This design comes from an exercise in tuning for small area, a short achievable clock period and few clock cycles per item on the open sky130 flow, not from production work.
At most, simulation tests tie the RTL to the original design; equivalence was not proved.
The RTL of runs 3 and 4 was laid out without a check of its function.
Power figures rest on the tool's default switching activity, not on a simulated workload.

### constraint.sdc
create_clock -name core_clock -period 8.0 [get_ports {clock}]
set_input_delay 1.6000 -clock core_clock [delete_from_list [all_inputs] [get_ports {clock}]]
set_output_delay 1.6000 -clock core_clock [all_outputs]
set_load 0.01 [all_outputs]
### config.mk
export PLATFORM = sky130hd
export DESIGN_NAME = meter_telegram_line_parser_top
export DESIGN_NICKNAME = meter_telegram_line_parser_top
export VERILOG_FILES = /design/flow/design.v
export SDC_FILE = /design/flow/constraint.sdc
export NUM_CORES = 4
export LEC_CHECK = 0
export CAP_MARGIN = 20
export CORE_MARGIN = 2
export CORE_UTILIZATION = 40
export SETUP_SLACK_MARGIN = 4.5
export SLEW_MARGIN = 20
### run.sh
#!/bin/bash
# synth_recipe.tcl (not shown) runs the flow's synth.tcl, then flattens the netlist and writes it again
# the make line also repeats each setting of config.mk as NAME=value (left out here)
make -C /OpenROAD-flow-scripts/flow DESIGN_CONFIG=/design/flow/config.mk WORK_HOME=/design/flow/orfs CLKGATE_MAP_FILE= SYNTH_SCRIPT=/design/flow/synth_recipe.tcl finish
### design.v
   localparam int VALUE_BITS = 48;
   localparam logic [VALUE_BITS-1:0] VALUE_MAX = {VALUE_BITS{1'b1}};
   localparam logic [7:0] CHAR_NEWLINE = 8'h0A;
   localparam logic [7:0] CHAR_NUL     = 8'h00;
   localparam logic [7:0] CHAR_SLASH   = 8'h2F;
   localparam logic [7:0] CHAR_BANG    = 8'h21;
   localparam logic [7:0] CHAR_OPEN    = 8'h28;
   localparam logic [7:0] CHAR_CLOSE   = 8'h29;
   localparam logic [7:0] CHAR_STAR    = 8'h2A;
   localparam logic [7:0] CHAR_POINT   = 8'h2E;
   localparam logic [15:0] CRC_POLY = 16'hA001;
   localparam logic [15:0] CRC_INIT = 16'h0000;
   function automatic logic [15:0] crc_byte(input logic [15:0] c, input logic [7:0] b);
      logic [15:0] r;
      integer k;
      r = c ^ {8'h00, b};
      for (k = 0; k < 8; k = k + 1) begin
         r = r[0] ? ((r >> 1) ^ CRC_POLY) : (r >> 1);
      end
      crc_byte = r;
   endfunction
   function automatic logic [3:0] code_len(input logic [4:0] r);
      if (r >= 5'd1 && r <= 5'd12) code_len = 4'd9;
      else if ((r >= 5'd13 && r <= 5'd18) || r == 5'd20) code_len = 4'd10;
      else code_len = 4'd11;
   endfunction
module mtlp_crc (
   input  logic       clock,
   input  logic       reset,
   input  logic       in_fire,
   input  logic [7:0] in_byte,
   output logic       status_frozen,
   output logic       status_crc_match
);
   localparam int VALUE_BITS = 48;
   localparam logic [VALUE_BITS-1:0] VALUE_MAX = {VALUE_BITS{1'b1}};
   localparam logic [7:0] CHAR_NEWLINE = 8'h0A;
   localparam logic [7:0] CHAR_NUL     = 8'h00;
   localparam logic [7:0] CHAR_SLASH   = 8'h2F;
   localparam logic [7:0] CHAR_BANG    = 8'h21;
   localparam logic [7:0] CHAR_OPEN    = 8'h28;
   localparam logic [7:0] CHAR_CLOSE   = 8'h29;
   localparam logic [7:0] CHAR_STAR    = 8'h2A;
   localparam logic [7:0] CHAR_POINT   = 8'h2E;
   localparam logic [15:0] CRC_POLY = 16'hA001;
   localparam logic [15:0] CRC_INIT = 16'h0000;
   function automatic logic [15:0] crc_byte(input logic [15:0] c, input logic [7:0] b);
      logic [15:0] r;
      integer k;
      r = c ^ {8'h00, b};
      for (k = 0; k < 8; k = k + 1) begin
         r = r[0] ? ((r >> 1) ^ CRC_POLY) : (r >> 1);
      end
      crc_byte = r;
   endfunction
   function automatic logic [3:0] code_len(input logic [4:0] r);
      if (r >= 5'd1 && r <= 5'd12) code_len = 4'd9;
      else if ((r >= 5'd13 && r <= 5'd18) || r == 5'd20) code_len = 4'd10;
      else code_len = 4'd11;
   endfunction
   logic [15:0] crc_ff;
   logic        frozen_ff;
   logic [4:0]  eq_ff;
   logic [2:0]  cnt_ff;
   logic [15:0] crc_next;
   logic       hex_valid;
   logic [3:0] hex_val;
   always_comb begin
      hex_valid = 1'b0;
      hex_val   = in_byte[3:0];
      if (in_byte >= 8'h30 && in_byte <= 8'h39) begin
         hex_valid = 1'b1;
      end else if ((in_byte >= 8'h41 && in_byte <= 8'h46) ||
                   (in_byte >= 8'h61 && in_byte <= 8'h66)) begin
         hex_valid = 1'b1;
         hex_val   = in_byte[3:0] + 4'd9;
      end
   end
   assign crc_next = crc_byte((in_byte == CHAR_SLASH) ? CRC_INIT : crc_ff, in_byte);
   always_ff @(posedge clock) begin
      if (reset) begin
         crc_ff    <= CRC_INIT;
         frozen_ff <= 1'b0;
      end else if (in_fire) begin
         if (in_byte == CHAR_NEWLINE && frozen_ff) begin
            crc_ff    <= CRC_INIT;
            frozen_ff <= 1'b0;
         end else if (in_byte == CHAR_SLASH || !frozen_ff) begin
            crc_ff    <= crc_next;
            frozen_ff <= (in_byte == CHAR_BANG);
         end
      end
   end
   always_ff @(posedge clock) begin
      if (in_fire) begin
         if (!frozen_ff) begin
            cnt_ff   <= 3'd0;
            eq_ff[0] <= (crc_next == 16'h0000);
            eq_ff[1] <= (crc_next[15:4] == 12'h000);
            eq_ff[2] <= (crc_next[15:8] == 8'h00);
            eq_ff[3] <= (crc_next[15:12] == 4'h0);
            eq_ff[4] <= 1'b1;
         end else if (!cnt_ff[2]) begin
            if (hex_valid) begin
               cnt_ff   <= cnt_ff + 3'd1;
               eq_ff[0] <= eq_ff[1] && (crc_ff[3:0] == hex_val);
               eq_ff[1] <= eq_ff[2] && (crc_ff[7:4] == hex_val);
               eq_ff[2] <= eq_ff[3] && (crc_ff[11:8] == hex_val);
               eq_ff[3] <= eq_ff[4] && (crc_ff[15:12] == hex_val);
               eq_ff[4] <= eq_ff[4] && (hex_val == 4'h0);
            end else begin
               cnt_ff <= 3'd4;
            end
         end
      end
   end
   assign status_frozen    = frozen_ff;
   assign status_crc_match = eq_ff[0];
endmodule
module mtlp_line (
   input  logic        clock,
   input  logic        reset,
   input  logic        in_fire,
   input  logic [7:0]  in_byte,
   input  logic        crc_frozen,
   input  logic        crc_match,
   output logic        busy,
   output logic        out_valid,
   input  logic        out_ready,
   output logic        out_kind,
   output logic [4:0]  out_field_id,
   output logic [47:0] out_value,
   output logic        out_checksum_ok
);
   localparam int VALUE_BITS = 48;
   localparam logic [VALUE_BITS-1:0] VALUE_MAX = {VALUE_BITS{1'b1}};
   localparam logic [7:0] CHAR_NEWLINE = 8'h0A;
   localparam logic [7:0] CHAR_NUL     = 8'h00;
   localparam logic [7:0] CHAR_SLASH   = 8'h2F;
   localparam logic [7:0] CHAR_BANG    = 8'h21;
   localparam logic [7:0] CHAR_OPEN    = 8'h28;
   localparam logic [7:0] CHAR_CLOSE   = 8'h29;
   localparam logic [7:0] CHAR_STAR    = 8'h2A;
   localparam logic [7:0] CHAR_POINT   = 8'h2E;
   localparam logic [15:0] CRC_POLY = 16'hA001;
   localparam logic [15:0] CRC_INIT = 16'h0000;
   function automatic logic [15:0] crc_byte(input logic [15:0] c, input logic [7:0] b);
      logic [15:0] r;
      integer k;
      r = c ^ {8'h00, b};
      for (k = 0; k < 8; k = k + 1) begin
         r = r[0] ? ((r >> 1) ^ CRC_POLY) : (r >> 1);
      end
      crc_byte = r;
   endfunction
   function automatic logic [3:0] code_len(input logic [4:0] r);
      if (r >= 5'd1 && r <= 5'd12) code_len = 4'd9;
      else if ((r >= 5'd13 && r <= 5'd18) || r == 5'd20) code_len = 4'd10;
      else code_len = 4'd11;
   endfunction
   logic [3:0]  pos_ff;
   logic [4:0]  r_ff;
   logic        alive_ff;
   logic        open_ff, closed_ff, bad_ff, point_ff, stopped_ff;
   logic [1:0]  frac_ff;
   logic [4:0]  tlen_ff;
   logic [47:0] acc_ff;
   logic        valid_ff, scaling_ff, kind_ff, ok_ff;
   logic [4:0]  id_ff;
   logic        hit, unit, good, star;
   logic [4:0]  hit_id;
   logic        is_digit, is_end, is_newline, is_open;
   logic        step;
   logic [3:0]  step_digit;
   logic [47:0] acc_step;
   assign hit    = alive_ff && (pos_ff >= code_len(r_ff));
   assign hit_id = r_ff;
   assign unit   = hit && (hit_id >= 5'd1) && (hit_id <= 5'd18);
   assign star   = unit;
   assign good   = open_ff && closed_ff && !bad_ff && !tlen_ff[4];
   assign is_newline = (in_byte == CHAR_NEWLINE);
   assign is_open    = (in_byte == CHAR_OPEN);
   assign is_digit   = (in_byte >= 8'h30) && (in_byte <= 8'h39);
   assign is_end     = (in_byte == (star ? CHAR_STAR : CHAR_CLOSE));
   assign busy = valid_ff || scaling_ff;
   assign step_digit = scaling_ff ? 4'd0 : in_byte[3:0];
   mtlp_scale u_mul (
      .in_value  (acc_step_src),
      .in_digit  (step_digit),
      .out_value (acc_step)
   );
   logic [47:0] acc_step_src;
   assign acc_step_src = acc_ff;
   logic take_digit;
   assign take_digit = in_fire && !is_newline && !is_open && open_ff && !closed_ff && !is_end &&
                       is_digit && (!point_ff || (star && frac_ff != 2'd3 && !stopped_ff));
   logic       dig, dot, m;
   logic [3:0] dv;
   logic [4:0] r_next;
   assign dig = (in_byte[7:4] == 4'h3) && (in_byte[3:0] <= 4'd9);
   assign dv  = in_byte[3:0];
   assign dot = (in_byte == CHAR_POINT);
   always_comb begin
      m      = 1'b0;
      r_next = r_ff;
      case (pos_ff)
         4'd0: begin m = dig && dv <= 4'd1; r_next = {4'd0, dv[0]}; end
         4'd1: m = (in_byte == 8'h2D);
         4'd2: m = dig && dv == 4'd0;
         4'd3: m = (in_byte == 8'h3A);
         4'd4: begin
            if (r_ff == 5'd0) m = dig && dv == 4'd9;
            else begin
               m = dig && (dv == 4'd1 || dv == 4'd2 || dv == 4'd3 || dv == 4'd5 || dv == 4'd7);
               case (dv)
                  4'd2:    r_next = 5'd6;
                  4'd3:    r_next = 5'd13;
                  4'd5:    r_next = 5'd14;
                  4'd7:    r_next = 5'd15;
                  default: r_next = 5'd1;
               endcase
            end
         end
         4'd5: begin
            if (r_ff == 5'd0) m = dig && dv == 4'd6;
            else if (r_ff == 5'd1 || r_ff == 5'd6) m = dot;
            else begin
               m = dig && (dv == 4'd1 || dv == 4'd2);
               if (dv == 4'd1) r_next = r_ff + 5'd3;
            end
         end
         4'd6: begin
            if (r_ff == 5'd1 || r_ff == 5'd6) begin
               m = dig && (dv == 4'd7 || dv == 4'd8);
               if (dv == 4'd7) r_next = (r_ff == 5'd1) ? 5'd11 : 5'd12;
            end else m = dot;
         end
         4'd7: begin
            if (r_ff == 5'd0) begin
               m = dig && (dv == 4'd1 || dv == 4'd7);
               if (dv == 4'd7) r_next = 5'd19;
            end else if (r_ff <= 5'd12) m = dot;
            else if (r_ff >= 5'd16) m = dig && dv == 4'd7;
            else begin
               m = dig && (dv == 4'd7 || dv == 4'd3);
               if (dv == 4'd3) r_next = r_ff + 5'd8;
            end
         end
         4'd8: begin
            if (r_ff == 5'd0) m = dig && dv == 4'd4;
            else if (r_ff == 5'd19) m = dot;
            else if (r_ff == 5'd1 || r_ff == 5'd6) begin
               m = dig && dv <= 4'd4;
               r_next = r_ff + {1'b0, dv};
            end else if (r_ff <= 5'd12) m = dig && dv == 4'd0;
            else if (r_ff <= 5'd18) m = dot;
            else begin
               m = dig && (dv == 4'd2 || dv == 4'd6);
               if (dv == 4'd6) r_next = r_ff + 5'd3;
            end
         end
         4'd9: begin
            if (r_ff == 5'd19) begin
               m = dig && (dv == 4'd2 || dv == 4'd9);
               if (dv == 4'd9) r_next = 5'd20;
            end else if (r_ff >= 5'd13 && r_ff <= 5'd18) m = dig && dv == 4'd0;
            else m = dot;
         end
         default: m = dig && (dv == ((r_ff == 5'd19) ? 4'd1 : 4'd0));
      endcase
   end
   always_ff @(posedge clock) begin
      if (reset) begin
         pos_ff   <= 4'd0;
         r_ff     <= 5'd0;
         alive_ff <= 1'b1;
         open_ff  <= 1'b0;
      end else if (in_fire) begin
         if (is_newline) begin
            pos_ff   <= 4'd0;
            r_ff     <= 5'd0;
            alive_ff <= 1'b1;
            open_ff  <= 1'b0;
         end else begin
            if (pos_ff != 4'd15) pos_ff <= pos_ff + 4'd1;
            if (alive_ff && !hit) begin
               alive_ff <= m;
               r_ff     <= r_next;
            end
            if (is_open) open_ff <= 1'b1;
         end
      end
   end
   always_ff @(posedge clock) begin
      if (in_fire && !is_newline) begin
         if (is_open) begin
            tlen_ff    <= 5'd0;
            stopped_ff <= 1'b0;
            point_ff   <= 1'b0;
            bad_ff     <= 1'b0;
            closed_ff  <= 1'b0;
         end else if (!open_ff) begin
         end else if (closed_ff) begin
            if (is_end) bad_ff <= 1'b1;
         end else if (is_end) begin
            closed_ff <= 1'b1;
         end else begin
            if (!tlen_ff[4]) tlen_ff <= tlen_ff + 5'd1;
            if (is_digit) begin
            end else if (in_byte == CHAR_POINT || in_byte == CHAR_NUL) begin
               if (point_ff || in_byte == CHAR_NUL) stopped_ff <= stopped_ff || star;
               point_ff <= 1'b1;
            end else begin
               bad_ff <= 1'b1;
            end
         end
      end
   end
   logic emit, emit_verdict, emit_field;
   assign emit_verdict = in_fire && is_newline && crc_frozen;
   assign emit_field   = in_fire && is_newline && !crc_frozen && hit;
   always_ff @(posedge clock) begin
      if ((in_fire && is_open) || emit_verdict || (emit_field && !good)) begin
         acc_ff  <= 48'd0;
      end else if (take_digit || scaling_ff) begin
         acc_ff  <= acc_step;
      end
      if (in_fire && is_open && !is_newline) begin
         frac_ff <= 2'd0;
      end else if ((take_digit && point_ff) || scaling_ff) begin
         frac_ff <= frac_ff + 2'd1;
      end
   end
   always_ff @(posedge clock) begin
      if (reset) begin
         valid_ff   <= 1'b0;
         scaling_ff <= 1'b0;
      end else begin
         if (valid_ff && out_ready) valid_ff <= 1'b0;
         if (scaling_ff && frac_ff == 2'd2) begin
            scaling_ff <= 1'b0;
            valid_ff   <= 1'b1;
         end
         if (emit_verdict || emit_field) begin
            if (emit_field && good && unit && frac_ff != 2'd3) scaling_ff <= 1'b1;
            else valid_ff <= 1'b1;
         end
      end
   end
   always_ff @(posedge clock) begin
      if (emit_verdict || emit_field) begin
         kind_ff <= emit_verdict;
         id_ff   <= emit_verdict ? 5'd0 : hit_id;
         ok_ff   <= emit_verdict && crc_match;
      end
   end
   assign out_valid       = valid_ff;
   assign out_kind        = kind_ff;
   assign out_field_id    = id_ff;
   assign out_value       = acc_ff;
   assign out_checksum_ok = ok_ff;
endmodule
module mtlp_scale (
   input  logic [47:0] in_value,
   input  logic [3:0]  in_digit,
   output logic [47:0] out_value
);
   localparam int VALUE_BITS = 48;
   localparam logic [VALUE_BITS-1:0] VALUE_MAX = {VALUE_BITS{1'b1}};
   localparam logic [7:0] CHAR_NEWLINE = 8'h0A;
   localparam logic [7:0] CHAR_NUL     = 8'h00;
   localparam logic [7:0] CHAR_SLASH   = 8'h2F;
   localparam logic [7:0] CHAR_BANG    = 8'h21;
   localparam logic [7:0] CHAR_OPEN    = 8'h28;
   localparam logic [7:0] CHAR_CLOSE   = 8'h29;
   localparam logic [7:0] CHAR_STAR    = 8'h2A;
   localparam logic [7:0] CHAR_POINT   = 8'h2E;
   localparam logic [15:0] CRC_POLY = 16'hA001;
   localparam logic [15:0] CRC_INIT = 16'h0000;
   function automatic logic [15:0] crc_byte(input logic [15:0] c, input logic [7:0] b);
      logic [15:0] r;
      integer k;
      r = c ^ {8'h00, b};
      for (k = 0; k < 8; k = k + 1) begin
         r = r[0] ? ((r >> 1) ^ CRC_POLY) : (r >> 1);
      end
      crc_byte = r;
   endfunction
   function automatic logic [3:0] code_len(input logic [4:0] r);
      if (r >= 5'd1 && r <= 5'd12) code_len = 4'd9;
      else if ((r >= 5'd13 && r <= 5'd18) || r == 5'd20) code_len = 4'd10;
      else code_len = 4'd11;
   endfunction
   localparam int W = 45;
   localparam logic [47:0] TENTH = 48'h1999_9999_9999;    
   logic [2:0]   lo;
   logic         c1, c3, cin;
   logic [W-1:0] a, b, s;
   logic [W-1:0] g, p, p0;
   logic         ovf;
   assign lo[0] = in_digit[0];
   assign lo[1] = in_digit[1] ^ in_value[0];
   assign c1    = in_digit[1] & in_value[0];
   assign lo[2] = in_digit[2] ^ in_value[1] ^ c1;
   assign c3    = (in_digit[2] & in_value[1]) | (c1 & (in_digit[2] ^ in_value[1]));
   assign cin   = c3 | in_digit[3];
   assign a = in_value[44:0];
   assign b = in_value[46:2];
   always_comb begin
      p0 = a ^ b;
      g  = a & b;
      p  = p0;
      for (int i = 1; (1 << i) <= W; i++) begin
         for (int j = (1 << i) - 1; j < W; j += (1 << i)) begin
            g[j] = g[j] | (p[j] & g[j - (1 << (i - 1))]);
            p[j] = p[j] & p[j - (1 << (i - 1))];
         end
      end
      for (int i = $clog2(W); i > 0; i--) begin
         for (int j = (1 << i) + (1 << (i - 1)) - 1; j < W; j += (1 << i)) begin
            g[j] = g[j] | (p[j] & g[j - (1 << (i - 1))]);
            p[j] = p[j] & p[j - (1 << (i - 1))];
         end
      end
      s = p0 ^ {g[W-2:0] | (p[W-2:0] & {(W-1){cin}}), cin};
   end
   assign ovf = (in_value > TENTH) || (in_value == TENTH && in_digit >= 4'd6);
   assign out_value = ovf ? VALUE_MAX : {s, lo};
endmodule
module meter_telegram_line_parser_top #(
   parameter int VALUE_CHARS = 15
) (
   input  logic        clock,
   input  logic        reset,
   input  logic        req_tvalid,
   output logic        req_tready,
   input  logic [7:0]  req_tdata,    
   output logic        rsp_tvalid,
   input  logic        rsp_tready,
   output logic [55:0] rsp_tdata,    
   output logic        rsp_tuser     
);
   localparam int VALUE_BITS = 48;
   localparam logic [VALUE_BITS-1:0] VALUE_MAX = {VALUE_BITS{1'b1}};
   localparam logic [7:0] CHAR_NEWLINE = 8'h0A;
   localparam logic [7:0] CHAR_NUL     = 8'h00;
   localparam logic [7:0] CHAR_SLASH   = 8'h2F;
   localparam logic [7:0] CHAR_BANG    = 8'h21;
   localparam logic [7:0] CHAR_OPEN    = 8'h28;
   localparam logic [7:0] CHAR_CLOSE   = 8'h29;
   localparam logic [7:0] CHAR_STAR    = 8'h2A;
   localparam logic [7:0] CHAR_POINT   = 8'h2E;
   localparam logic [15:0] CRC_POLY = 16'hA001;
   localparam logic [15:0] CRC_INIT = 16'h0000;
   function automatic logic [15:0] crc_byte(input logic [15:0] c, input logic [7:0] b);
      logic [15:0] r;
      integer k;
      r = c ^ {8'h00, b};
      for (k = 0; k < 8; k = k + 1) begin
         r = r[0] ? ((r >> 1) ^ CRC_POLY) : (r >> 1);
      end
      crc_byte = r;
   endfunction
   function automatic logic [3:0] code_len(input logic [4:0] r);
      if (r >= 5'd1 && r <= 5'd12) code_len = 4'd9;
      else if ((r >= 5'd13 && r <= 5'd18) || r == 5'd20) code_len = 4'd10;
      else code_len = 4'd11;
   endfunction
   logic       in_valid_ff;
   logic [7:0] in_byte_ff;
   logic       in_sync_ff;     
   logic       hold_off;
   logic       fire;
   logic       busy;
   logic       crc_frozen;
   logic       crc_match;
   logic        out_kind;
   logic [4:0]  out_field_id;
   logic [47:0] out_value;
   logic        out_checksum_ok;
   assign hold_off   = busy && in_sync_ff;
   assign fire       = in_valid_ff && !hold_off;
   assign req_tready = !in_valid_ff || !hold_off;
   always_ff @(posedge clock) begin
      if (reset) begin
         in_valid_ff <= 1'b0;
      end else if (req_tready) begin
         in_valid_ff <= req_tvalid;
      end
   end
   always_ff @(posedge clock) begin
      if (req_tready) begin
         in_byte_ff <= req_tdata;
         in_sync_ff <= (req_tdata == CHAR_NEWLINE) || (req_tdata == CHAR_OPEN);
      end
   end
   mtlp_crc u_crc (
      .clock            (clock),
      .reset            (reset),
      .in_fire          (fire),
      .in_byte          (in_byte_ff),
      .status_frozen    (crc_frozen),
      .status_crc_match (crc_match)
   );
   mtlp_line u_line (
      .clock           (clock),
      .reset           (reset),
      .in_fire         (fire),
      .in_byte         (in_byte_ff),
      .crc_frozen      (crc_frozen),
      .crc_match       (crc_match),
      .busy            (busy),
      .out_valid       (rsp_tvalid),
      .out_ready       (rsp_tready),
      .out_kind        (out_kind),
      .out_field_id    (out_field_id),
      .out_value       (out_value),
      .out_checksum_ok (out_checksum_ok)
   );
   assign rsp_tdata = {2'b00, out_checksum_ok, out_value, out_field_id};
   assign rsp_tuser = out_kind;
endmodule
==> results of run 1 <==
-- layout make-up --
class                   count  area (um2)  share of cell area, %
clock inverters            13         160                   1.44
repair buffers            131        1310                   11.8
well taps                 275         344                   3.10
inverters                  34         133                   1.20
flip-flops and latches    114        2630                   23.7
multi-input cells         858        6070                   54.8
clock buffers              19         433                   3.91
-- worst reg2reg max path, cell delays in order, from the launching register on --
cell and delay [ns]:
dfxtp_4 0.36, buf_4 0.16, o21a_1 0.21, a21o_1 0.22, a31oi_4 0.22, nor2_4 0.07
o22ai_2 0.11, ha_1 0.25, nand2b_4 0.14, a211oi_2 0.23, nand3b_1 0.20, o211a_1 0.20
o211ai_2 0.10, nor2b_4 0.14, a31o_4 0.27, bufbuf_16 0.32, o21ai_0 0.15, a31oi_1 0.06
-- metal layers --
| layer | wire (um) | vias to the layer above |
|---|---|---|
| li1 | - | 4101 |
| met1 | 12800 | 3975 |
| met2 | 11800 | 327 |
| met3 | 1590 | 44 |
| met4 | 512 | 0 |
| met5 | 0 | - |
-- cell usage after synthesis, types with 6 or more instances --
library cell | n | area, um2
inv_1 | 34 | 128
edfxtp_1 | 33 | 991
nand2b_1 | 13 | 81.3
and2_1 | 8 | 50.1
xnor2_1 | 53 | 464
nor4_1 | 9 | 56.3
nor2_1 | 102 | 383
dfxtp_1 | 81 | 1620
and3_1 | 11 | 68.8
nor3_1 | 39 | 195
ha_1 | 74 | 926
xor2_1 | 24 | 210
a22oi_1 | 13 | 97.6
a21boi_0 | 6 | 45.0
mux2i_1 | 7 | 70.1
a211oi_1 | 8 | 60.1
o21ai_0 | 85 | 425
a21o_1 | 13 | 97.6
nand4_1 | 11 | 68.8
a21oi_1 | 92 | 460
buf_2 | 10 | 50.1
clkbuf_1 | 40 | 150
o21bai_1 | 7 | 52.6
nor2b_1 | 15 | 93.8
a31oi_1 | 33 | 206
nand2_1 | 71 | 267
or2_2 | 13 | 81.3
o22ai_1 | 6 | 37.5
nand3_1 | 31 | 155
o21a_1 | 16 | 120
a311oi_1 | 6 | 52.6
-- layout by cell type, fill, tap and decap left out, types with 6 or more instances in the layout --
| master | instances |
|---|---|
| nor4_1 | 8 |
| nor3_1 | 38 |
| nor2_1 | 100 |
| o21bai_1 | 7 |
| ha_1 | 70 |
| xor2_1 | 20 |
| xnor2_1 | 51 |
| o21a_1 | 16 |
| a21oi_2 | 7 |
| nand3_1 | 30 |
| clkdlybuf4s50_1 | 68 |
| nand2b_1 | 12 |
| o21ai_2 | 12 |
| buf_6 | 6 |
| a31oi_1 | 32 |
| nor2b_1 | 14 |
| a21oi_1 | 85 |
| mux2i_1 | 6 |
| edfxtp_1 | 33 |
| clkbuf_16 | 19 |
| dfxtp_1 | 75 |
| inv_1 | 32 |
| a22oi_1 | 13 |
| o21ai_0 | 47 |
| and3_1 | 9 |
| o21ai_1 | 27 |
| a21o_1 | 11 |
| nand2_1 | 68 |
| buf_4 | 49 |
| and2_1 | 8 |
| or2_2 | 13 |
| nand4_1 | 11 |
-- kinds of logic after synthesis --
group	Yosys count
DFF	114
other	1
buffers and inverters	92
muxes	7
AOI/OAI and AO/OA	337
and+or+nand+nor	357
adders and majority gates	77
xor gates and xnor gates	77
-- timing repair --
action,CTS,global route
gates cloned,4,4
pin swaps,13,28
endpoints found under the setup margin,70,67
resized for setup,31,103
buffers inserted,25,24
-- worst min-delay path by stage --
stage,cells past startpoint,slack (ns),to
after global placement,2,0.50,u_line.r_ff[0]$_SDFFE_PP0P_
after global routing,2,0.56,u_line.open_ff$_SDFFE_PP0P_
after detailed placement,2,0.51,u_line.open_ff$_SDFFE_PP0P_
final,2,0.53,u_line.open_ff$_SDFFE_PP0P_
after CTS,2,0.52,u_line.open_ff$_SDFFE_PP0P_
after floorplan,2,0.47,u_line.open_ff$_SDFFE_PP0P_
-- flip-flops by register name (all words and copies together), names as in the netlist, 2 cells and up --
signal	flops
u_crc.cnt_ff	3
u_line.pos_ff	4
u_line.acc_ff	48
u_crc.crc_ff	16
u_line.r_ff	5
u_line.frac_ff	2
u_crc.eq_ff	5
in_byte_ff	8
u_line.tlen_ff	5
u_line.id_ff	5
-- power groups by stage --
stage                     Sequential [mW]  Combinational, mW  Clock (mW)
after global placement              0.706              0.524           0
after floorplan                     0.695              0.386           0
final                               0.692              0.620       0.782
after CTS                           0.690              0.546       0.791
after global routing                0.698              0.687       0.817
after detailed placement            0.706              0.529           0
-- per-stage QoR --
| stage | utilization (%) | hold WS, ns | power [mW] |
|---|---|---|---|
| finish | 52.4 | 0.529 | 2.09 |
| global placement | 44.9 | 0.502 | 1.23 |
| global route | 52.4 | 0.562 | 2.20 |
| detailed placement | 44.9 | 0.510 | 1.23 |
| floorplan | - | 0.466 | 1.08 |
| CTS | 49.7 | 0.519 | 2.03 |
==> summary.txt, run 1 <==
Status: no timing/DRC/antenna violations
Nets: 1,245
Met1 Usage GRT: 33.4%
Root buffer cell: clkbuf_16
Clock Tree Buf Depth: 2
Die ar.: 22,800 um2
Switch share: 32.4%
Clk latency of the worst-skew pair: 0.43 ns
Crit path to: u_line.acc_ff[12]$_SDFFE_PP0P_
DP Worst Slack: 3.41 ns
Hold WC Path Type: register to register
Pint: 1.42 mW
Core area: 21,200 um2
Vias per cell: 5.85
Cell Area, Synth: 8660 um2
First-pass GRT wire length: 41,700 um
Psw: 0.678 mW
Diode count: 0
Peak supply drop: 0.000142 V
Synth Area in XOR/XNOR: 7.79%
Leak pwr: 4.29 nW
Mux cell area share after synthesis: 0.809%
Post-Synth Simple-Gate Area: 20.8%
Total GRT Usage: 23.0%
Sequential share of the synthesized area: 30.2%
Initial antenna violation count: 0
Clock sinks: 114
Die Height: 151 um
GRT busiest layer: met2
WL per Instance: 18.5 um
Clk slew on worst S/H paths: 0.06 ns
Period utilisation layout: 44.5%
Async SR Flop Fraction: 0%
Clk network pwr share: 37.3%
Die width: 151 um
H-tree depth: 4
CTS Buf Count: 17
Slew Limit Headroom: 48.7%
Adder-cell share of the synthesized area: 11.4%
Critical path class: register to register
Worst-path maximum fanout: 20
CP Cell Sequence: buf_4, o21a_1, a21o_1, a31oi_4, nor2_4, o22ai_2, ha_1, nand2b_4, a211oi_2, nand3b_1, o211a_1, o211ai_2, nor2b_4, a31o_4, bufbuf_16, o21ai_0, a31oi_1
Sequential share of power: 33.0%
Cell area after placement: 9490 um2
P per Cell Area: 189 nW/um2
Filler instances: 1,960
Logic pwr share: 29.6%
Max stage delay on crit path: 0.36 ns
# IOs: 71
Routed Antenna Nets: 0
WP buf/inv: 2
Register-to-Register Path Depth: 17
Hold buffer count at CTS: 0
Fin cells: 1,444
Setup violators final: 0
Crit end category: register
DRC Markers: 0
Worst Skew: 0.0115 ns
Least-Margin Pin Slew: 0.764 ns
Cells after synthesis: 1,062
Main combinational cell family by area after synthesis: compound AO/OA/AOI/OAI gates
GP Congestion: 0.927
Number of flops mapped to enable cells by yosys: 33
DP HPWL: 17,000 um
Ys Warns: 4
CP delay by family, top: compound AO/OA/AOI/OAI gates
CP startpoint: u_line.r_ff[1]$_SDFFE_PP0P_
Fmax: 281 MHz
Reg-to-reg endpoint: u_line.acc_ff[12]$_SDFFE_PP0P_
Total number of vias: 8,447
Crit-path slowest cell: dfxtp_4
Critical path arrival: 3.83 ns
Synth Register Bits: 114
Final Critical Period: 3.56 ns
Post-route design area: 11,100 um2
Layout cells sized above 1: 16.3%
Worst setup SP type: register
Global route overflow: 0
Starting Density: 40.9%
GR Util met3: 3.40%
Distinct cells, synth: 76
Top FF cell, synth: dfxtp_1
Synth Area in Compound Gates: 24.5%
Pin count of the biggest net entering global routing: 44
R2R Setup Slk: 4.44 ns
Pins over their slew limit: 0
Unrepaired setup endpoints after global routing: yes
Avg Cell Area, Syn: 8.15 um2
Worst setup margin: 4.44 ns
Placed cell count: 1,355
TritonRoute pass-1 iters: 5
Critical path depth: 17
Fin. Hold Viols: 0
Syn-to-layout area delta: 28.1%
Grt met2 use: 34.5%
CTS tree: yes
Max cap viols: 0
Crit Reg-Reg Startpoint: u_line.r_ff[1]$_SDFFE_PP0P_
Detailed Route WL: 26,700 um
Fin Setup TNS: 0 ns
Worst hold start: u_line.open_ff$_SDFFE_PP0P_
Worst Path Required: 8.27 ns
Num rows: 53
1st-iter DRT viols: 638
Buffers on Ports: 68
Via count of the first global-routing pass: 7,897
Testbench counts, summed over its fixed seeds: cycles 65,003, bytes 64,983.
==> run 2: changes to the inputs <==
--- a/config.mk
+++ b/config.mk
@@ -10,3 +10,2 @@
 export CORE_UTILIZATION = 40
-export SETUP_SLACK_MARGIN = 4.5
 export SLEW_MARGIN = 20
==> run 2 against run 1 <==
  * Non-clock buffer count fell by 54
  * Critical path depth grew 1
  * Register-to-register slack worse by 1.2 ns
  * Total power shrank 1.7%
  * Global-route usage fell by 0.91 points
  * Still clean on timing, DRC and antenna
  * Combinational power down 14%
  * Synthesized area is the same
  * Sequential share of layout area rose by 2.1 points
  * Routed wire length down 7.5%
==> summary.txt, run 2 <==
Max cap viols: 0 (unchanged)
Total GRT Usage: 22.1% (-0.91 points)
Diode count: 0 (unchanged)
Hold buffer count at CTS: 0 (unchanged)
Detailed Route WL: 24,700 um (-7.5%)
Worst hold start: u_crc.eq_ff[0]$_DFFE_PP_
Filler instances: 2,070 (+5.6%)
Die Height: 151 um (unchanged)
Cell Area, Synth: 8660 um2 (unchanged)
Post-route design area: 10,100 um2 (-8.8%)
Initial antenna violation count: 0 (unchanged)
Synth Register Bits: 114 (unchanged)
Peak supply drop: 0.000124 V (-13%)
Reg-to-reg endpoint: u_line.acc_ff[47]$_SDFFE_PP0P_
Cell area after placement: 9490 um2 (about the same)
Worst Skew: 0.0121 ns (+0.000626 ns)
Most flop-heavy register: u_line.acc_ff
Unrepaired setup endpoints after global routing: no
First-pass GRT wire length: 39,900 um (-4.2%)
R2R Setup Slk: 3.23 ns (-1.21 ns)
Period utilisation layout: 59.6% (+15 points)
P per Cell Area: 204 nW/um2 (+7.8%)
Max reg flops: 48 (unchanged)
Reg area: 2610 um2 (-0.76%)
Fin Setup TNS: 0 ns (unchanged)
Placed cell count: 1,357 (+0.15%)
Leak pwr: 3.89 nW (-9.1%)
# Post-CTS Setup Buffers: 0 (-100%)
Worst setup SP type: register
Most frequent cells in the layout: nor2_1 (102), a21oi_1 (92), o21ai_0 (84)
Final Critical Period: 4.77 ns (+1.21 ns)
Worst setup margin: 3.23 ns (-1.21 ns)
WL per Instance: 17.8 um (-3.9%)
Vias per cell: 5.85 (about the same)
Clock Tree Buf Depth: 2 (unchanged)
Synth cell count leaders: nor2_1 (102), a21oi_1 (92), o21ai_0 (85)
Critical path class: register to register
Pins over their slew limit: 0 (unchanged)
Status: no timing/DRC/antenna violations
DP HPWL: 17,600 um (+3.1%)
DP Worst Slack: 3.32 ns (-0.0881 ns)
CTS Buf Count: 17 (unchanged)
Distinct cells, synth: 76 (unchanged)
Most common cell after layout, fill and taps aside: nor2_1
Multi-input logic area: 5660 um2 (-6.9%)
Final Util: 47.8% (-4.6 points)
Worst Path Required: 8.30 ns (+0.03 ns)
Hold path depth: 1 (-1)
Total number of vias: 8,128 (-3.8%)
Crit Reg-Reg Startpoint: u_line.r_ff[3]$_SDFFE_PP0P_
# IOs: 71 (unchanged)
Syn-to-layout area delta: 16.8%
Worst-path maximum fanout: 81 (+310%)
Fin. Hold Viols: 0 (unchanged)
H-tree depth: 4 (unchanged)
Fin cells: 1,389 (-3.8%)
Clk latency of the worst-skew pair: 0.42 ns (about the same)
Count leader, synth: nor2_1
Global route overflow: 0 (unchanged)
Layout cells sized above 1: 5.83% (-10 points)
Starting Density: 40.9% (unchanged)
Via count of the first global-routing pass: 7,513 (-4.9%)
CTS tree: yes
GP Congestion: 0.907 (-2.1%)
Clk slew on worst S/H paths: 0.06 ns (about the same)
Pin count of the biggest net entering global routing: 82 (+86%)
Number of flops mapped to enable cells by yosys: 33 (unchanged)
Die ar.: 22,800 um2 (unchanged)
Num rows: 53 (unchanged)
Critical path arrival: 5.07 ns (+1.24 ns)
TritonRoute pass-1 iters: 5 (unchanged)
Sequential share of the synthesized area: 30.2% (unchanged)
Async SR Flop Fraction: 0% (unchanged)
Crit end category: register
Least-Margin Pin Slew: 0.805 ns (+0.0409 ns)
DRC Markers: 0 (unchanged)
Leading area contributor after synthesis: dfxtp_1
Die width: 151 um (unchanged)
Setup violators final: 0 (unchanged)
Root buffer cell: clkbuf_16
Ys Warns: 4 (unchanged)
Avg Cell Area, Syn: 8.15 um2 (unchanged)
Top FF cell, synth: dfxtp_1
Buffers on Ports: 68 (unchanged)
Hold WC Path Type: register to register
Fmax: 210 MHz (-25%)
PostCTS Resize Cnt: 0 (-100%)
Min-Delay Endpoint: u_line.ok_ff$_DFFE_PN_
Register-to-Register Path Depth: 18 (+1)
Cells after synthesis: 1,062 (unchanged)
Top cells by area, synth: dfxtp_1 (19%), edfxtp_1 (11%), ha_1 (11%), xnor2_1 (5.4%), a21oi_1 (5.3%)
Slew Limit Headroom: 46.0% (-2.7 points)
Routed Antenna Nets: 0 (unchanged)
Clock sinks: 114 (unchanged)
1st-iter DRT viols: 673 (+5.5%)
Regs by FF count: u_line.acc_ff: 48 flops, u_crc.crc_ff: 16 flops, in_byte_ff: 8 flops
Nets: 1,190 (-4.4%)
Core area: 21,200 um2 (unchanged)
Post-synth top area share: 18.7% (unchanged)
-- run 2: worst max path at each step --
| stage | startpoint | to | slack (ns) | cells past startpoint |
|---|---|---|---|---|
| floorplan | u_line.r_ff[4]$_SDFFE_PP0P_ | u_line.acc_ff[47]$_SDFFE_PP0P_ | 4.35 | 19 |
| global placement | u_line.r_ff[1]$_SDFFE_PP0P_ | u_line.acc_ff[47]$_SDFFE_PP0P_ | 3.47 | 17 |
| detailed placement | u_line.r_ff[3]$_SDFFE_PP0P_ | u_line.acc_ff[47]$_SDFFE_PP0P_ | 3.32 | 18 |
| CTS | u_line.r_ff[3]$_SDFFE_PP0P_ | u_line.acc_ff[47]$_SDFFE_PP0P_ | 3.30 | 18 |
| global route | u_line.r_ff[3]$_SDFFE_PP0P_ | u_line.acc_ff[31]$_SDFFE_PP0P_ | 2.93 | 18 |
| finish | u_line.r_ff[3]$_SDFFE_PP0P_ | u_line.acc_ff[47]$_SDFFE_PP0P_ | 3.23 | 18 |
-- run 2: final cells by class --
type                       instances  share of cell area [%]
inverter                          34                    1.26
sequential                       114                    25.8
tap                              275                    3.40
clock buffer                      20                    4.32
multi-input combinational        857                    55.9
timing repair buffer              77                    7.40
clock inverter                    12                    1.84
-- run 2: power breakdown --
group | switching, mW | internal (mW) | total [mW]
Sequential | 0.0625 | 0.632 | 0.695
Clock | 0.280 | 0.549 | 0.829
Combinational | 0.284 | 0.251 | 0.535
Total | 0.626 | 1.43 | 2.06
-- run 2: cell families (layout without fill, tap and decap cells) --
logic type / count (synthesis) / after routing / synth area share, %
compound gates: 337 / 337 / 24.5
xor+xnor: 77 / 77 / 7.79
fa+ha+maj: 77 / 77 / 11.4
buf+inv: 92 / 143 / 4.52
flops: 114 / 114 / 30.2
mux: 7 / 7 / 0.809
other cells: 1 / 2 / 0.0433
simple gates: 357 / 357 / 20.8
-- run 2: stage by stage --
step / hold WS [ns] / power, mW
floorplan: 0.466 / 1.08
global placement: 0.508 / 1.23
detailed placement: 0.512 / 1.23
CTS: 0.528 / 2.07
global route: 0.554 / 2.16
finish: 0.520 / 2.06
-- run 2: layer usage --
layer  GRT usage [%]  vias up  share of wire (%)
met5               0        -                  0
met4            6.73        0                2.0
met3            3.34       42                4.4
met2            35.4      213                 45
met1            30.8     3871                 48
li1                -     4002                  -
-- run 2: worst max-delay path, stage by stage (launching register included) --
cell and delay (ns):
dfxtp_1 0.64, inv_1 0.17, ha_1 0.24, o21ai_0 0.10
a32oi_1 0.17, nor2_1 0.24, o22ai_1 0.12, ha_1 0.27
nand2b_1 0.14, a211oi_1 0.31, nand3b_1 0.27, nor3_2 0.08
o211ai_2 0.24, nor2b_4 0.21, a31o_2 0.15, buf_4 0.57
and2_4 0.43, nand4_1 0.11, nor3b_1 0.15
==> run 3: changes to the inputs <==
--- a/design.v
+++ b/design.v
@@ -412,2 +412,3 @@
       p  = p0;
+      g[0] = g[0] | (p0[0] & cin);
       for (int i = 1; (1 << i) <= W; i++) begin
@@ -424,3 +425,3 @@
       end
-      s = p0 ^ {g[W-2:0] | (p[W-2:0] & {(W-1){cin}}), cin};
+      s = p0 ^ {g[W-2:0], cin};
    end
@@ -470,3 +471,2 @@
    logic [7:0] in_byte_ff;
-   logic       in_sync_ff;     
    logic       hold_off;
@@ -480,3 +480,3 @@
    logic        out_checksum_ok;
-   assign hold_off   = busy && in_sync_ff;
+   assign hold_off   = busy && (in_byte_ff == CHAR_NEWLINE || in_byte_ff == CHAR_OPEN);
    assign fire       = in_valid_ff && !hold_off;
@@ -493,3 +493,2 @@
          in_byte_ff <= req_tdata;
-         in_sync_ff <= (req_tdata == CHAR_NEWLINE) || (req_tdata == CHAR_OPEN);
       end
--- a/config.mk
+++ b/config.mk
@@ -10,2 +10,3 @@
 export CORE_UTILIZATION = 40
+export SETUP_SLACK_MARGIN = 4.5
 export SLEW_MARGIN = 20
==> run 3 against run 2 <==
  * Routed wire length is 22% higher
  * Via count is 9.5% higher
  * Total power is 4.0% higher
  * Largest cell class unchanged
  * Combinational power is 27% higher
  * Synthesized cell count is 2.1% lower
  * Sequential power is 3% higher
  * Sequential cell count is 1 lower
  * Non-clock buffer count is 79 higher
  * Synthesized area is 3.0% higher
  * Global-route usage is 1.9 points higher
  * Final area is 16% higher
  * Clock skew is 0.00091 ns lower
==> summary.txt, run 3 <==
Status: no timing/DRC/antenna violations
WHS: 0.524 ns (+0.00434 ns)
WL per Instance: 20.8 um (+17%)
Clock sinks: 113 (-0.88%)
Peak supply drop: 0.000119 V (-4.3%)
Routed Antenna Nets: 0 (unchanged)
Pin count of the biggest net entering global routing: 37 (-55%)
CTS Buf Count: 17 (unchanged)
Top cells by area, synth: dfxtp_1 (18%), edfxtp_1 (11%), ha_1 (10%), nor2_1 (6.6%), fa_1 (5.6%)
Hold WC Path Type: register to register
Fin. Hold Viols: 0 (unchanged)
Filler instances: 1,955 (-5.6%)
Max cap viols: 0 (unchanged)
Placed cell count: 1,328 (-2.1%)
Fin Setup TNS: 0 ns (unchanged)
Leak pwr: 4.41 nW (+13%)
Num rows: 54 (+1.9%)
Top FF cell, synth: dfxtp_1
Root buffer cell: clkbuf_16
Layout cells sized above 1: 22.1% (+16 points)
Worst Skew: 0.0112 ns (-0.000912 ns)
Number of flops mapped to enable cells by yosys: 32 (-3.0%)
DP HPWL: 17,800 um (+1.3%)
Clk slew on worst S/H paths: 0.07 ns (about the same)
GP Congestion: 0.956 (+5.4%)
Unrepaired setup endpoints after global routing: yes
Pins over their slew limit: 0 (unchanged)
Cell Area, Synth: 8920 um2 (+3.0%)
Slew Limit Headroom: 14.4% (-32 points)
Syn-to-layout area delta: 31.1%
Fmax: 232 MHz (+11%)
Total GRT Usage: 24.1% (+1.9 points)
Max reg flops: 48 (unchanged)
Sequential share of the synthesized area: 29.0% (-1.2 points)
Distinct cells, synth: 81 (+6.6%)
Multi-input logic area: 6640 um2 (+17%)
Starting Density: 40.9% (-0.068 points)
Cells after synthesis: 1,040 (-2.1%)
Die Height: 153 um (+1.4%)
Clock Tree Buf Depth: 2 (unchanged)
P per Cell Area: 183 nW/um2 (-10%)
Most common cell after layout, fill and taps aside: nor2_1
Most flop-heavy register: u_line.acc_ff
DRC Markers: 0 (unchanged)
Post-synth top area share: 18.2% (-0.54 points)
Global route overflow: 0 (unchanged)
Initial antenna violation count: 0 (unchanged)
Diode count: 0 (unchanged)
Ys Warns: 4 (unchanged)
Clk latency of the worst-skew pair: 0.43 ns (about the same)
Least-Margin Pin Slew: 1.28 ns (+0.474 ns)
Post-Synth Simple-Gate Area: 20.2% (-0.58 points)
Adder-cell share of the synthesized area: 15.7% (+4.3 points)
Leading area contributor after synthesis: dfxtp_1
Die ar.: 23,500 um2 (+2.9%)
Worst setup SP type: register
Period utilisation layout: 53.8% (-5.8 points)
Critical path arrival: 4.61 ns (-0.46 ns)
Regs by FF count: u_line.acc_ff: 48 flops, u_crc.crc_ff: 16 flops, in_byte_ff: 8 flops
Worst-path maximum fanout: 4 (-95%)
Nets: 1,270 (+6.7%)
Core area: 21,800 um2 (+3.2%)
Synth Register Bits: 113 (-0.88%)
Via count of the first global-routing pass: 8,334 (+11%)
Reg area: 2610 um2 (-0.24%)
First-pass GRT wire length: 45,600 um (+14%)
Die width: 153 um (+1.4%)
1st-iter DRT viols: 897 (+33%)
Count leader, synth: nor2_1
Setup violators final: 0 (unchanged)
Async SR Flop Fraction: 0% (unchanged)
Crit end category: register
CTS tree: yes
Final Util: 53.6% (+5.8 points)
Fin cells: 1,454 (+4.7%)
Most frequent cells in the layout: nor2_1 (146), buf_4 (77), dfxtp_1 (74)
Detailed Route WL: 30,200 um (+22%)
H-tree depth: 4 (unchanged)
Vias per cell: 6.12 (+4.6%)
Synth cell count leaders: nor2_1 (156), dfxtp_1 (81), ha_1 (72)
Final Critical Period: 4.30 ns (-0.466 ns)
Synth Area in Compound Gates: 22.2% (-2.3 points)
Main combinational cell family by area after synthesis: compound AO/OA/AOI/OAI gates
Avg Cell Area, Syn: 8.57 um2 (+5.2%)
Buffers on Ports: 68 (unchanged)
Total number of vias: 8,900 (+9.5%)
TritonRoute pass-1 iters: 6 (+1)
Worst Path Required: 8.30 ns (about the same)
Overall power: 2.14 mW (+4.0%)
Synth Area in XOR/XNOR: 6.78% (-1.0 points)
Mux cell area share after synthesis: 1.15% (+0.34 points)
Critical path class: register to register
# IOs: 71 (unchanged)
-- run 3: cell count changes after synthesis, sizes merged, moves of 11 or more --
cell / change
a311oi: +19
a21oi: -20
o21a: -12
or2: -11
a31oi: -28
nor2: +54
buf: +15
fa: +22
a21o: +15
o21ai: -52
a211oi: +31
-- run 3: final cells by class --
type,instances,share of cell area (%)
clock buffer,19,3.88
clock inverter,13,0.942
inverter,34,1.23
multi-input combinational,839,56.8
sequential,113,22.3
tap,280,3.00
timing repair buffer,156,11.9
-- run 3: final timing paths --
kind	depth (start not counted)	endpoint	slack (ns)	start
max	19	u_line.acc_ff[45]$_SDFFE_PP0P_	3.70	in_byte_ff[1]$_DFFE_PP_
min	2	u_line.frac_ff[1]$_SDFFE_PP0P_	0.52	u_line.frac_ff[1]$_SDFFE_PP0P_
max reg2reg	19	u_line.acc_ff[45]$_SDFFE_PP0P_	3.70	in_byte_ff[1]$_DFFE_PP_
min reg2reg	2	u_line.frac_ff[1]$_SDFFE_PP0P_	0.52	u_line.frac_ff[1]$_SDFFE_PP0P_
-- run 3: through the flow --
step | area, um2 | worst slack (ns)
4_1_cts | 11000 | 3.79
3_5_place_dp | 9760 | 3.14
3_3_place_gp | 9760 | 3.24
5_1_grt | 11700 | 3.58
2_1_floorplan | 9010 | 3.84
6_report | 11700 | 3.70
-- run 3: metal layers --
metal	GRT usage (%)	vias to the layer above	part of all wire (%)	wire [um]
met5	0	-	0	0
met1	31.1	4269	41	12500
met4	10.5	0	3.5	1060
met2	39.2	456	48	14400
met3	4.65	92	7.6	2310
li1	-	4083	-	-
-- run 3: what timing repair did --
action                                  CTS  global route
resized for setup                        70            69
buffers inserted                         46            38
endpoints found under the setup margin  115            84
cloned                                    4             6
pin swaps                                31            55
hold buffers                              0             0
-- run 3: kinds of logic after synthesis --
family	count (synthesis)
other	1
and+or+nand+nor	370
AOI/OAI and AO/OA	281
adders and majority gates	97
xor gates and xnor gates	69
buffers and inverters	99
DFF	113
muxes	10
-- run 3: worst max-delay path, cell delays in order (launching register included) --
cell	delay, ns
edfxtp_1	0.45
inv_4	0.06
nor2_2	0.08
ha_2	0.17
inv_2	0.04
fa_2	0.32
o21ai_2	0.08
fa_2	0.23
fa_2	0.20
a211oi_2	0.07
o311a_1	0.34
or4_4	0.45
a211oi_4	0.40
a31oi_4	0.16
a21oi_2	0.23
nor2_2	0.08
o21ai_2	0.16
fa_2	0.45
nor2_1	0.12
a211oi_2	0.08
-- run 3: power breakdown --
part	switching, mW	internal (mW)
logic	0.337	0.344
clock network	0.301	0.443
registers	0.0862	0.628
==> run 4: changes to the inputs <==
--- a/design.v
+++ b/design.v
@@ -93,2 +93,6 @@
    end
+   logic [4:0] eq_cur;
+   assign eq_cur = (cnt_ff == 3'd0) ? {1'b1, crc_ff[15:12] == 4'h0, crc_ff[15:8] == 8'h00,
+                                       crc_ff[15:4] == 12'h000, crc_ff == 16'h0000}
+                                    : eq_ff;
    always_ff @(posedge clock) begin
@@ -96,16 +100,12 @@
          if (!frozen_ff) begin
-            cnt_ff   <= 3'd0;
-            eq_ff[0] <= (crc_next == 16'h0000);
-            eq_ff[1] <= (crc_next[15:4] == 12'h000);
-            eq_ff[2] <= (crc_next[15:8] == 8'h00);
-            eq_ff[3] <= (crc_next[15:12] == 4'h0);
-            eq_ff[4] <= 1'b1;
+            cnt_ff <= 3'd0;
          end else if (!cnt_ff[2]) begin
+            eq_ff <= eq_cur;
             if (hex_valid) begin
                cnt_ff   <= cnt_ff + 3'd1;
-               eq_ff[0] <= eq_ff[1] && (crc_ff[3:0] == hex_val);
-               eq_ff[1] <= eq_ff[2] && (crc_ff[7:4] == hex_val);
-               eq_ff[2] <= eq_ff[3] && (crc_ff[11:8] == hex_val);
-               eq_ff[3] <= eq_ff[4] && (crc_ff[15:12] == hex_val);
-               eq_ff[4] <= eq_ff[4] && (hex_val == 4'h0);
+               eq_ff[0] <= eq_cur[1] && (crc_ff[3:0] == hex_val);
+               eq_ff[1] <= eq_cur[2] && (crc_ff[7:4] == hex_val);
+               eq_ff[2] <= eq_cur[3] && (crc_ff[11:8] == hex_val);
+               eq_ff[3] <= eq_cur[4] && (crc_ff[15:12] == hex_val);
+               eq_ff[4] <= eq_cur[4] && (hex_val == 4'h0);
             end else begin
@@ -117,3 +117,3 @@
    assign status_frozen    = frozen_ff;
-   assign status_crc_match = eq_ff[0];
+   assign status_crc_match = eq_cur[0];
 endmodule
@@ -162,3 +162,4 @@
    logic [4:0]  r_ff;
-   logic        alive_ff;
+   logic        alive_ff;      
+   logic        hit_ff;        
    logic        open_ff, closed_ff, bad_ff, point_ff, stopped_ff;
@@ -175,3 +176,3 @@
    logic [47:0] acc_step;
-   assign hit    = alive_ff && (pos_ff >= code_len(r_ff));
+   assign hit    = hit_ff;
    assign hit_id = r_ff;
@@ -276,2 +277,3 @@
          alive_ff <= 1'b1;
+         hit_ff   <= 1'b0;
          open_ff  <= 1'b0;
@@ -282,2 +284,3 @@
             alive_ff <= 1'b1;
+            hit_ff   <= 1'b0;
             open_ff  <= 1'b0;
@@ -287,2 +290,3 @@
                alive_ff <= m;
+               hit_ff   <= m && (pos_ff + 4'd1 == code_len(r_next));
                r_ff     <= r_next;
@@ -412,3 +416,2 @@
       p  = p0;
-      g[0] = g[0] | (p0[0] & cin);
       for (int i = 1; (1 << i) <= W; i++) begin
@@ -425,3 +428,3 @@
       end
-      s = p0 ^ {g[W-2:0], cin};
+      s = p0 ^ {g[W-2:0] | (p[W-2:0] & {(W-1){cin}}), cin};
    end
@@ -471,2 +474,3 @@
    logic [7:0] in_byte_ff;
+   logic       in_sync_ff;     
    logic       hold_off;
@@ -480,3 +484,3 @@
    logic        out_checksum_ok;
-   assign hold_off   = busy && (in_byte_ff == CHAR_NEWLINE || in_byte_ff == CHAR_OPEN);
+   assign hold_off   = busy && in_sync_ff;
    assign fire       = in_valid_ff && !hold_off;
@@ -493,2 +497,3 @@
          in_byte_ff <= req_tdata;
+         in_sync_ff <= (req_tdata == CHAR_NEWLINE) || (req_tdata == CHAR_OPEN);
       end
--- a/config.mk
+++ b/config.mk
@@ -10,3 +10,3 @@
 export CORE_UTILIZATION = 40
-export SETUP_SLACK_MARGIN = 4.5
+export SETUP_SLACK_MARGIN = 5
 export SLEW_MARGIN = 20
==> run 4 against run 3 <==
  * Still clean on timing, DRC and antenna
  * Final area up 5.1%
  * Clock-buffer cell count decreased by 1
  * Synthesized area up 2.8%
  * Via count grew 5.7%
  * Register-to-register slack gained 1.1 ns
  * Non-clock buffer count is 22 higher
  * Hold slack lost 0.033 ns
  * Utilization up 0.89 points
  * Die area grew 2.7%
  * Routed wire length increased by 1.6%
  * Largest power group unchanged
  * Highest routed layer unchanged
==> summary.txt, run 4 <==
Status: no timing/DRC/antenna violations
H-tree depth: 4 (unchanged)
Final Critical Period: 3.18 ns (-1.13 ns)
Top cells by area, synth: dfxtp_1 (18%), edfxtp_1 (11%), ha_1 (9.8%), a21oi_1 (5.7%), nor2_1 (4.7%)
First-pass GRT wire length: 48,500 um (+6.5%)
Total number of vias: 9,406 (+5.7%)
Worst Skew: 0.0145 ns (+0.00330 ns)
Nets: 1,348 (+6.1%)
Syn-to-layout area delta: 34.1%
Detailed Route WL: 30,700 um (+1.6%)
Critical path class: register to register
DRC Markers: 0 (unchanged)
Layout cells sized above 1: 25.4% (+3.3 points)
Fin. Hold Viols: 0 (unchanged)
P per Cell Area: 167 nW/um2 (-8.8%)
Cells after synthesis: 1,129 (+8.6%)
Pin count of the biggest net entering global routing: 43 (+16%)
Hold buffer count at CTS: 0 (unchanged)
Async SR Flop Fraction: 0% (unchanged)
Top FF cell, synth: dfxtp_1
Sequential share of the synthesized area: 28.7% (-0.25 points)
Avg Cell Area, Syn: 8.12 um2 (-5.3%)
Die width: 155 um (+1.4%)
Starting Density: 40.6% (-0.24 points)
Leading area contributor after synthesis: dfxtp_1
Count leader, synth: nor2_1
Diode count: 0 (unchanged)
Fin Setup TNS: 0 ns (unchanged)
Distinct cells, synth: 86 (+6.2%)
DP Worst Slack: 3.50 ns (+0.356 ns)
Hold WC Path Type: register to register
Post-synth top area share: 17.9% (-0.28 points)
Regs by FF count: u_line.acc_ff: 48 flops, u_crc.crc_ff: 16 flops, in_byte_ff: 8 flops
Fmax: 315 MHz (+36%)
Clock Tree Buf Depth: 2 (unchanged)
Pins over their slew limit: 0 (unchanged)
Most frequent cells in the layout: nor2_1 (111), buf_4 (98), a21oi_1 (88)
Max reg flops: 48 (unchanged)
TritonRoute pass-1 iters: 5 (-1)
Via count of the first global-routing pass: 8,944 (+7.3%)
Crit end category: register
Die Height: 155 um (+1.4%)
Clk latency of the worst-skew pair: 0.44 ns (about the same)
Peak supply drop: 0.000123 V (+3.5%)
CTS tree: yes
Critical path arrival: 3.49 ns (-1.12 ns)
Filler instances: 2,133 (+9.1%)
Period utilisation layout: 39.7% (-14 points)
Leak pwr: 4.85 nW (+9.9%)
Total GRT Usage: 25.2% (+1.2 points)
Core area: 22,600 um2 (+3.4%)
Num rows: 55 (+1.9%)
Worst setup SP type: register
Synth Register Bits: 115 (+1.8%)
Cell Area, Synth: 9170 um2 (+2.8%)
Die ar.: 24,100 um2 (+2.7%)
Number of flops mapped to enable cells by yosys: 33 (+3.1%)
Max cap viols: 0 (unchanged)
Slew Limit Headroom: 55.9% (+41 points)
CTS Buf Count: 17 (unchanged)
1st-iter DRT viols: 741 (-17%)
GP Congestion: 0.978 (+2.3%)
Setup violators final: 0 (unchanged)
Most common cell after layout, fill and taps aside: nor2_1
Global route overflow: 0 (unchanged)
Ys Warns: 4 (unchanged)
Least-Margin Pin Slew: 0.657 ns (-0.622 ns)
Unrepaired setup endpoints after global routing: yes
# IOs: 71 (unchanged)
Buffers on Ports: 68 (unchanged)
DP HPWL: 19,800 um (+11%)
Initial antenna violation count: 0 (unchanged)
Clock sinks: 115 (+1.8%)
WL per Instance: 19.7 um (-5.2%)
Most flop-heavy register: u_line.acc_ff
Worst-path maximum fanout: 5 (+1)
Worst setup margin: 4.82 ns (+1.13 ns)
Vias per cell: 6.03 (-1.4%)
Root buffer cell: clkbuf_16
Clk slew on worst S/H paths: 0.06 ns (about the same)
Worst Path Required: 8.32 ns (+0.02 ns)
Synth cell count leaders: nor2_1 (116), a21oi_1 (104), o21ai_0 (84)
Routed Antenna Nets: 0 (unchanged)
==> run 4: cell count changes in the layout (fill, tap and decap cells not counted), sizes merged, moves of 22 or more <==
cell	previous run	this run
dlymetal6s2s	0	23
clkdlybuf4s50	67	28
o21ai	34	85
fa	25	3
a21oi	72	104
a211oi	40	12
nor2	156	117
xor2	15	42
==> run 4: cell families (layout without fill, tap and decap cells) <==
family / count (synthesis) / in the layout / share of synthesized area, %
muxes: 11 / 11 / 1.24
xor gates and xnor gates: 91 / 91 / 8.69
and+or+nand+nor: 364 / 364 / 20.1
AOI/OAI and AO/OA: 368 / 371 / 25.9
buffers and inverters: 103 / 244 / 4.67
other: 1 / 2 / 0.0409
adders and majority gates: 76 / 76 / 10.6
DFF: 115 / 115 / 28.7
==> run 4: final timing paths <==
check / startpoint / to / slack (ns) / cells past startpoint
max: in_byte_ff[1]$_DFFE_PP_ / u_line.hit_ff$_SDFFE_PP0P_ / 4.82 / 14
min: u_line.alive_ff$_SDFFE_PP1P_ / u_line.alive_ff$_SDFFE_PP1P_ / 0.49 / 1
max reg2reg: in_byte_ff[1]$_DFFE_PP_ / u_line.hit_ff$_SDFFE_PP0P_ / 4.82 / 14
min reg2reg: u_line.alive_ff$_SDFFE_PP1P_ / u_line.alive_ff$_SDFFE_PP1P_ / 0.49 / 1
==> run 4: per-stage QoR <==
step	hold WS, ns	instance area (um2)	total power, mW	std cells	util, %
after global placement	0.463	10100	1.22	1419	44.6
final	0.491	12300	2.05	1559	54.5
after detailed placement	0.467	10100	1.23	1419	44.6
after global routing	0.516	12300	2.15	1559	54.5
after CTS	0.494	11900	2.03	1538	52.8
after floorplan	0.442	9350	1.08	1130	-
==> run 4: critical path, cell delays in order, from the launching register on <==
cell and delay [ns]:
edfxtp_1 0.35, buf_6 0.16, buf_4 0.15, ha_4 0.15, nand3b_1 0.10, buf_4 0.17
nor3_4 0.24, and4_1 0.23, o21ai_2 0.09, a2111oi_4 0.35, a211oi_4 0.09, maj3_2 0.35
o31ai_4 0.28, xnor2_1 0.11, a32o_1 0.23
==> run 4: metal layers <==
layer / GRT usage, % / wire, um
met2: 40.4 / 14300
met5: 0 / 0
met1: 33.5 / 13400
met4: 10.3 / 967
met3: 4.71 / 1980
==> run 4: report_power, final <==
| group | switching [mW] | total [mW] | internal (mW) |
|---|---|---|---|
| sequential | 0.0605 | 0.695 | 0.635 |
| combinational | 0.325 | 0.614 | 0.289 |
| clock | 0.320 | 0.743 | 0.422 |
| total | 0.706 | 2.05 | 1.35 |
==> run 4: cell type report <==
cell class                      instances  area, um2  share of cell area, %
Clock buffer                           18        450                   3.66
Clock inverter                         14        118                  0.957
Inverter                               34        159                   1.29
Multi-Input combinational cell        915       6850                   55.7
Sequential cell                       115       2730                   22.2
Tap cell                              285        357                   2.90
Timing Repair Buffer                  178       1630                   13.3
==> run 4: repair_timing <==
item | CTS | global route
buffers inserted | 84 | 20
pin swaps | 51 | 29
endpoints found under the setup margin | 142 | 91
cloned | 3 | 1
gates resized for setup | 196 | 57
==> run 5: changes to the inputs <==
--- a/design.v
+++ b/design.v
@@ -160,2 +160,3 @@
    endfunction
+   logic [4:0]  cnt_ff;
    logic [3:0]  pos_ff;
@@ -167,2 +168,4 @@
    logic [4:0]  tlen_ff;
+   assign pos_ff  = cnt_ff[3:0];
+   assign tlen_ff = cnt_ff;
    logic [47:0] acc_ff;
@@ -203,2 +206,7 @@
    assign dot = (in_byte == CHAR_POINT);
+   logic done_next;
+   assign done_next = (pos_ff == 4'd8 && r_ff != 5'd0 && r_ff <= 5'd12) ||
+                      (pos_ff == 4'd9 && ((r_ff >= 5'd13 && r_ff <= 5'd18) ||
+                                          (r_ff == 5'd19 && dv == 4'd9))) ||
+                      (pos_ff == 4'd10);
    always_comb begin
@@ -274,3 +282,3 @@
       if (reset) begin
-         pos_ff   <= 4'd0;
+         cnt_ff   <= 5'd0;
          r_ff     <= 5'd0;
@@ -281,3 +289,3 @@
          if (is_newline) begin
-            pos_ff   <= 4'd0;
+            cnt_ff   <= 5'd0;
             r_ff     <= 5'd0;
@@ -287,6 +295,9 @@
          end else begin
-            if (pos_ff != 4'd15) pos_ff <= pos_ff + 4'd1;
+            if (is_open) cnt_ff <= 5'd0;
+            else if (!open_ff) begin
+               if (pos_ff != 4'd15) cnt_ff <= cnt_ff + 5'd1;
+            end else if (!closed_ff && !is_end && !cnt_ff[4]) cnt_ff <= cnt_ff + 5'd1;
             if (alive_ff && !hit) begin
                alive_ff <= m;
-               hit_ff   <= m && (pos_ff + 4'd1 == code_len(r_next));
+               hit_ff   <= m && done_next;
                r_ff     <= r_next;
@@ -300,3 +311,2 @@
          if (is_open) begin
-            tlen_ff    <= 5'd0;
             stopped_ff <= 1'b0;
@@ -311,3 +321,2 @@
          end else begin
-            if (!tlen_ff[4]) tlen_ff <= tlen_ff + 5'd1;
             if (is_digit) begin
==> flow/run.sh (new file) <==
#!/bin/bash
# The standard layout, with the port buffers made of the smallest plain buffer
# (sky130_fd_sc_hd__buf_1) instead of the cell buffer_ports picks by itself.
set -euo pipefail
bash standard.sh synth > synth.log 2>&1
bash standard.sh BUFFER_PORTS_ARGS="-buffer_cell sky130_fd_sc_hd__buf_1" finish > layout.log 2>&1
==> standard.sh (new file) <==
#!/bin/bash
# synth_recipe.tcl (not shown) runs the flow's synth.tcl, then flattens the netlist and writes it again
# the make line also repeats each setting of config.mk as NAME=value (left out here)
make -C /OpenROAD-flow-scripts/flow DESIGN_CONFIG=/design/flow/config.mk WORK_HOME=/design/flow/orfs CLKGATE_MAP_FILE= SYNTH_SCRIPT=/design/flow/synth_recipe.tcl "${@:-finish}"
--- a/config.mk
+++ b/config.mk
@@ -9,3 +9,5 @@
 export CORE_MARGIN = 2
-export CORE_UTILIZATION = 40
+export CORE_UTILIZATION = 60
+export CTS_BUF_LIST = sky130_fd_sc_hd__clkbuf_8
+export PLACE_DENSITY = 0.75
 export SETUP_SLACK_MARGIN = 5
removed: run.sh
==> run 5 against run 4 <==
  * Still clean on timing, DRC and antenna
  * Hold slack gained 0.012 ns
  * Worst setup slack improved by 0.19 ns
  * Final cell count shrank 15%
  * Synthesized area down 5.8%
  * Global-route usage is 6.3 points higher
  * Clock-buffer cell count fell by 9
  * Total power is 24% lower
  * Maximum frequency is 6.5% higher
  * Critical path type unchanged
  * Largest power group is now sequential cells
  * Highest routed layer unchanged
==> summary.txt, run 5 <==
Detailed Route WL: 24,500 um (-20%)
Period utilisation layout: 37.3% (-2.4 points)
Number of flops mapped to enable cells by yosys: 28 (-15%)
Max stage delay on crit path: 0.44 ns (+0.09 ns)
DRC Markers: 0 (unchanged)
Synth Area in Compound Gates: 22.9% (-3.0 points)
Crit-path slowest cell: edfxtp_1
Crit end category: register
CTS Buf Count: 9 (-8)
Top FF cell, synth: dfxtp_1
Most common cell after layout, fill and taps aside: nor2_1
Final Critical Period: 2.98 ns (-0.194 ns)
Clock Tree Buf Depth: 2 (unchanged)
TritonRoute pass-1 iters: 6 (+1)
Starting Density: 61.8% (+21 points)
DP HPWL: 16,800 um (-15%)
Critical path class: register to register
Max reg flops: 48 (unchanged)
Least-Margin Pin Slew: 0.749 ns (+0.0920 ns)
Syn-to-layout area delta: 12.1%
Setup violators final: 0 (unchanged)
Worst Path Required: 8.29 ns (-0.03 ns)
Regs by FF count: u_line.acc_ff: 48 flops, u_crc.crc_ff: 16 flops, in_byte_ff: 8 flops
Synth Register Bits: 111 (-3.5%)
Die ar.: 15,400 um2 (-36%)
Avg Cell Area, Syn: 7.98 um2 (-1.7%)
Critical path arrival: 3.27 ns (-0.22 ns)
P per Cell Area: 160 nW/um2 (-3.9%)
Mux cell area share after synthesis: 1.19% (-0.054 points)
DP Worst Slack: 4.25 ns (+0.752 ns)
Global route overflow: 0 (unchanged)
Status: no timing/DRC/antenna violations
Overall power: 1.55 mW (-24%)
Num rows: 43 (-22%)
Main combinational cell family by area after synthesis: simple AND/OR/NAND/NOR gates
CP Cell Sequence: inv_2, nor2_4, ha_4, fa_2, o21a_1, a221oi_4, o21ai_2, a21oi_2, nor3_1, or3_1, a21oi_2, xor2_1, a21oi_1
Fin Setup TNS: 0 ns (unchanged)
Synth cell count leaders: nor2_1 (123), a21oi_1 (104), dfxtp_1 (83)
Slew Limit Headroom: 49.9% (-5.9 points)
Most frequent cells in the layout: nor2_1 (120), a21oi_1 (99), nand2_1 (75)
Fin. Hold Viols: 0 (unchanged)
Cells after synthesis: 1,082 (-4.2%)
Post-synth top area share: 19.2% (+1.3 points)
Max cap viols: 0 (unchanged)
Nets: 1,223 (-9.3%)
Hold WC Path Type: register to register
Clk slew on worst S/H paths: 0.11 ns (+0.05 ns)
Routed Antenna Nets: 0 (unchanged)
Filler instances: 1,183 (-45%)
-- run 5: repair_timing --
action / in CTS / in global routing
gates cloned: 1 / 2
gates resized for setup: 29 / 57
pin swaps: 6 / 14
hold buffers: 0 / 0
buffers inserted: 11 / 12
endpoints found under the setup margin: 74 / 70
-- run 5: cells by family after synthesis --
logic type	after synthesis
AO/OA/AOI/OAI	305
XOR/XNOR	86
adder cells (fa/ha/maj)	74
buffers and inverters	90
flip-flops	111
multiplexers	10
other	1
AND/OR/NAND/NOR	405
-- run 5: power breakdown --
part	switching [mW]	total (mW)	internal, mW	leakage (nW)
combinational	0.293	0.524	0.232	2.55
clock	0.210	0.357	0.147	0.107
sequential	0.0622	0.672	0.610	0.962
-- run 5: final cells by class --
cell class                      instances  area share, %
Sequential cell                       111           26.2
Inverter                               34           1.37
Timing Repair Buffer                   98           5.06
Clock buffer                            9           1.28
Multi-Input combinational cell        883           63.0
Clock inverter                          7          0.749
Tap cell                              180           2.33
-- run 5: per-layer routing --
layer | vias to the layer above | global-route usage (%) | share of wire, %
met1 | 3964 | 42.0 | 43
met3 | 80 | 4.35 | 6.1
met4 | 0 | 11.7 | 3.4
met2 | 342 | 52.1 | 47
met5 | - | 0 | 0
li1 | 4059 | - | -
-- run 5: critical path: cells and delay by family, from the launching register on --
kind                       cells  cell delay, ns
adders and majority gates      2            0.48
buffers and inverters          1            0.11
AOI/OAI and AO/OA              6            1.20
xor gates and xnor gates       1            0.16
DFF                            1            0.44
and+or+nand+nor                3            0.48
-- run 5: path summary, 6_finish.rpt --
path                                     start                        endpoint  depth (start not counted)
setup / recovery       in_byte_ff[1]$_DFFE_PP_  u_line.acc_ff[34]$_SDFFE_PP0P_                         13
hold / removal    u_line.alive_ff$_SDFFE_PP1P_    u_line.alive_ff$_SDFFE_PP1P_                          2
setup reg to reg       in_byte_ff[1]$_DFFE_PP_  u_line.acc_ff[34]$_SDFFE_PP0P_                         13
hold reg to reg   u_line.alive_ff$_SDFFE_PP1P_    u_line.alive_ff$_SDFFE_PP1P_                          2
-- run 5: metrics by stage --
step	instances	hold WS, ns	util (%)
2_1_floorplan	1083	0.468	-
3_3_place_gp	1280	0.478	64.0
3_5_place_dp	1280	0.485	64.0
4_1_cts	1308	0.503	66.8
5_1_grt	1322	0.549	69.2
6_report	1322	0.503	69.2
Testbench counts of run 5, summed over its fixed seeds: cycles 65,003, bytes 64,983.
